Source: an optimization exercise on an open RTL-to-GDS flow (aim: a short achievable clock period and few clock cycles per item). Production flows keep margins and buffers that such runs may drop.
The RTL was checked by simulation tests, not by an equivalence proof against the original design.
The clock port is modelled as an ideal driver, which makes a skipped or thinned clock tree look cheaper than it is; a real chip needs a root buffer or a tree.
Power figures rest on the tool's default switching activity, not on a simulated workload.

==> flow/design.v (excerpt) <==
module fpMulInputStage
(
    input  logic                           clk,
    input  logic                           rstn,
    input  logic                           i_valid,
    output logic                           o_inReady,
    input  logic [OP_W-1:0]                i_opA,
    input  logic [OP_W-1:0]                i_opB,
    input  logic [1:0]                     i_mode,
    output logic                           o_valid,
    input  logic                           i_outReady,
    output logic [LANES-1:0]               o_sign,
    output logic [LANES-1:0][EXPSUM_W-1:0] o_exp,
    output logic [LANES-1:0][SLICE_W-1:0]  o_manA,
    output logic [LANES-1:0][SLICE_W-1:0]  o_manB,
    output logic [1:0]                     o_mode
);
Size in the first run: ~1300 flip-flops, about 1100 I/O pins, roughly 0.058 mm² of cells after synthesis.
==> flow/config.mk <==
export PLATFORM = sky130hd
export DESIGN_NAME = fpMulInputStage
export DESIGN_NICKNAME = fpMulInputStage
export VERILOG_FILES = /design/flow/design.v
export SDC_FILE = /design/flow/constraint.sdc
export NUM_CORES = 4
export LEC_CHECK = 0
export CAP_MARGIN = 20
export CORE_AREA = 10 10 410 410
export DIE_AREA = 0 0 420 420
export SETUP_SLACK_MARGIN = 1.6
export SLEW_MARGIN = 20
export TNS_END_PERCENT = 30
==> flow/constraint.sdc <==
create_clock -name core_clock -period 3.2 [get_ports {clk}]
set_input_delay 0.6400 -clock core_clock [delete_from_list [all_inputs] [get_ports {clk}]]
set_output_delay 0.6400 -clock core_clock [all_outputs]
set_load 0.01 [all_outputs]
standard.sh (not shown) runs the stock make flow with config.mk's settings and CLKGATE_MAP_FILE= SYNTH_SCRIPT=/design/flow/synth_recipe.tcl, a recipe that flattens the netlist after the stock synthesis.
==> flow/flow/run.sh <==
#!/bin/bash
# Standard synthesis, floorplan and placement; then the standard CTS step with
# a hook (flow/mct.tcl) that swaps the port delay cells for plain buffers and
# builds a two-level clock tree in place of TritonCTS; then the standard
# routing and finish. Each make step writes its own log under orfs/logs.
set -euo pipefail
bash standard.sh synth > flow_synth.log 2>&1
bash standard.sh floorplan place > flow_place.log 2>&1
bash standard.sh PRE_CTS_TCL="$PWD/flow/mct.tcl" cts > flow_cts.log 2>&1
bash standard.sh finish > flow_finish.log 2>&1
Other scripts of this flow, unchanged in this note and not shown: flow/flow/mct.tcl
Testbench counts at the start, summed over its fixed seeds: cycles 16,016, items 16,000.
Next try:
--- a/flow/design.v
+++ b/flow/design.v
@@ -51,59 +51,54 @@
                 assign p[l+1][i] = p[l][i];
             end
         end
     end
     assign o_sum  = h ^ {g[LV][W-2:0], i_cin};
     assign o_cout = g[LV][W-1];
 endmodule
 module signExpPath
 (
     input  logic [OP_W-1:0]                      i_opA,
     input  logic [OP_W-1:0]                      i_opB,
-    input  logic [1:0]                           i_mode,
     output logic [LANES-1:0][1:0]                o_nz16,     
     output logic [LANES-1:0]                     o_sign16,
     output logic [LANES-1:0][3:0]                o_lo16,     
     output logic [LANES-1:0][1:0][2:0]           o_hi16,     
     output logic [FP32_LANES-1:0][1:0][1:0]      o_nz32,     
     output logic [FP32_LANES-1:0]                o_sign32,
     output logic [FP32_LANES-1:0][2:0][4:0]      o_s0_32,    
     output logic [FP32_LANES-1:0][2:0][1:0][3:0] o_s1_32,    
     output logic [FP32_LANES-1:0][2:0][1:0][2:0] o_s2_32     
 );
-    logic m16;
-    logic m32;
-    assign m16 = (i_mode == MODE_FP16);
-    assign m32 = (i_mode == MODE_FP32);
     for (genvar s = 0; s < LANES; s++) begin : gHalf
         logic [4:0] ea;
         logic [4:0] eb;
         assign ea = i_opA[16*s+10 +: 5];
         assign eb = i_opB[16*s+10 +: 5];
-        assign o_nz16[s]   = {m16 && |i_opA[16*s +: 15], m16 && |i_opB[16*s +: 15]};
+        assign o_nz16[s]   = {|i_opA[16*s +: 15], |i_opB[16*s +: 15]};
         assign o_sign16[s] = i_opA[16*s+15] ^ i_opB[16*s+15];
         ksAdd #(.W(3), .LV(2)) uLo (
             .i_x (ea[2:0]), .i_y (eb[2:0]), .i_cin (1'b0),
             .o_sum (o_lo16[s][2:0]), .o_cout (o_lo16[s][3])
         );
         for (genvar c = 0; c < 2; c++) begin : gHi
             logic unused;
             ksAdd #(.W(3), .LV(2)) uHi (
                 .i_x ({1'b0, ea[4:3]}), .i_y ({1'b0, eb[4:3]}), .i_cin (c == 1),
                 .o_sum (o_hi16[s][c]), .o_cout (unused)
             );
         end
     end
     for (genvar j = 0; j < FP32_LANES; j++) begin : gSingle
-        assign o_nz32[j]   = {m32 && |i_opA[32*j+16 +: 15], m32 && |i_opA[32*j +: 16],
-                              m32 && |i_opB[32*j+16 +: 15], m32 && |i_opB[32*j +: 16]};
+        assign o_nz32[j]   = {|i_opA[32*j+16 +: 15], |i_opA[32*j +: 16],
+                              |i_opB[32*j+16 +: 15], |i_opB[32*j +: 16]};
         assign o_sign32[j] = i_opA[32*j+31] ^ i_opB[32*j+31];
         logic [EXPSUM_W-1:0] ea;
         logic [EXPSUM_W-1:0] eb;
         assign ea = EXPSUM_W'(i_opA[32*j+23 +: 8]);
         assign eb = EXPSUM_W'(i_opB[32*j+23 +: 8]);
         for (genvar o = 0; o < 3; o++) begin : gOfs
             localparam logic [EXPSUM_W-1:0] OFS = (o == 0) ? OFS_LL : (o == 1) ? OFS_HL : OFS_HH;
             logic [EXPSUM_W-1:0] csS;
             logic [EXPSUM_W-1:0] csC;
             assign csS = ea ^ eb ^ OFS;
             assign csC = {(ea[EXPSUM_W-2:0] & eb[EXPSUM_W-2:0]) |
@@ -234,30 +229,34 @@
             pLo16   <= i_lo16;
             pHi16   <= i_hi16;
             pNz32   <= i_nz32;
             pSign32 <= i_sign32;
             pS0_32  <= i_s0_32;
             pS1_32  <= i_s1_32;
             pS2_32  <= i_s2_32;
             pManA   <= i_manA;
             pManB   <= i_manB;
         end
     end
+    logic                  m16;
+    logic                  m32;
     logic [LANES-1:0]      live16;
     logic [FP32_LANES-1:0] live32;
+    assign m16 = (pMode == MODE_FP16);
+    assign m32 = (pMode == MODE_FP32);
     for (genvar s = 0; s < LANES; s++) begin : gLive16
-        assign live16[s] = pNz16[s][1] && pNz16[s][0];
+        assign live16[s] = m16 && pNz16[s][1] && pNz16[s][0];
     end
     for (genvar j = 0; j < FP32_LANES; j++) begin : gLive32
-        assign live32[j] = (pNz32[j][1][1] || pNz32[j][1][0]) &&
-                           (pNz32[j][0][1] || pNz32[j][0][0]);
+        assign live32[j] = m32 && (pNz32[j][1][1] || pNz32[j][1][0]) &&
+                                  (pNz32[j][0][1] || pNz32[j][0][0]);
     end
     logic [LANES-1:0]               nextSign;
     logic [LANES-1:0][EXPSUM_W-1:0] nextExp;
     for (genvar s = 0; s < LANES; s++) begin : gLane
         localparam int J = s / SUB_PER_LANE;
         localparam int K = s % SUB_PER_LANE;
         localparam int O = (K == 0) ? 2 : (K == 3) ? 0 : 1;
         logic                c4;
         logic                c7;
         logic [5:0]          sum16;
         logic [EXPSUM_W-1:0] sum32;
@@ -310,23 +309,22 @@
     logic [LANES-1:0][1:0][2:0]               hi16;
     logic [FP32_LANES-1:0][1:0][1:0]          nz32;
     logic [FP32_LANES-1:0]                    sign32;
     logic [FP32_LANES-1:0][2:0][4:0]          s0_32;
     logic [FP32_LANES-1:0][2:0][1:0][3:0]     s1_32;
     logic [FP32_LANES-1:0][2:0][1:0][2:0]     s2_32;
     logic [LANES-1:0][SLICE_W-1:0]            laneManA;
     logic [LANES-1:0][SLICE_W-1:0]            laneManB;
     signExpPath uSignExp (
         .i_opA    (i_opA),
         .i_opB    (i_opB),
-        .i_mode   (i_mode),
         .o_nz16   (nz16),
         .o_sign16 (sign16),
         .o_lo16   (lo16),
         .o_hi16   (hi16),
         .o_nz32   (nz32),
         .o_sign32 (sign32),
         .o_s0_32  (s0_32),
         .o_s1_32  (s1_32),
         .o_s2_32  (s2_32)
     );
     mantissaPath uMantissa (
- The new run passed the timing, DRC and antenna checks
- clock power falls by 3.5%
- core utilization rises by 1.0 points
- wire length rises by 0.93%
- cell count rises by 1.1%
- hold slack gains 0.055 ns
- via count rises by 0.93%
- worst setup slack gains 0.025 ns
- cell area rises by 2.1%
- first-iteration DRC count falls by 4.8%
Testbench counts after the change, summed over its fixed seeds: cycles 16,016, items 16,000.
No run of this note takes its clock network from TritonCTS; it comes from the design's own scripts or RTL.

## separate check: timing with driven ports
The results above use ideal ports. As a check the final layouts listed here were re-extracted and re-timed, cells and wires unchanged. Step 1, drivers: a clkbuf_16 drives clk and a buf_2 each remaining input, both assumed. Step 2 times the ports against the registers' clock, not the clock port: input delays grow and output delays shrink by t, the midpoint of the rising clock arrivals with the driver on. a / b / c = no drivers / after step 1 / after step 2; a / b = the first two.
run | t, ns | setup WS [ns] | worst hold slack (ns) | clock arrival spread, ns | cell pins on the clock port's net
the first run | 0.725 | 1.319 / 1.127 / 0.814 | 0.074 / -0.062 / 0.413 | 0.080 / 0.080 | 4
the second run | 0.713 | 1.344 / 1.146 / 0.863 | 0.128 / -0.014 / 0.433 | 0.038 / 0.038 | 4
After both steps every run listed still meets setup and hold. The setup slack of the first run, which loses most, moves by -0.192 ns with the drivers and by -0.505 ns with both steps.
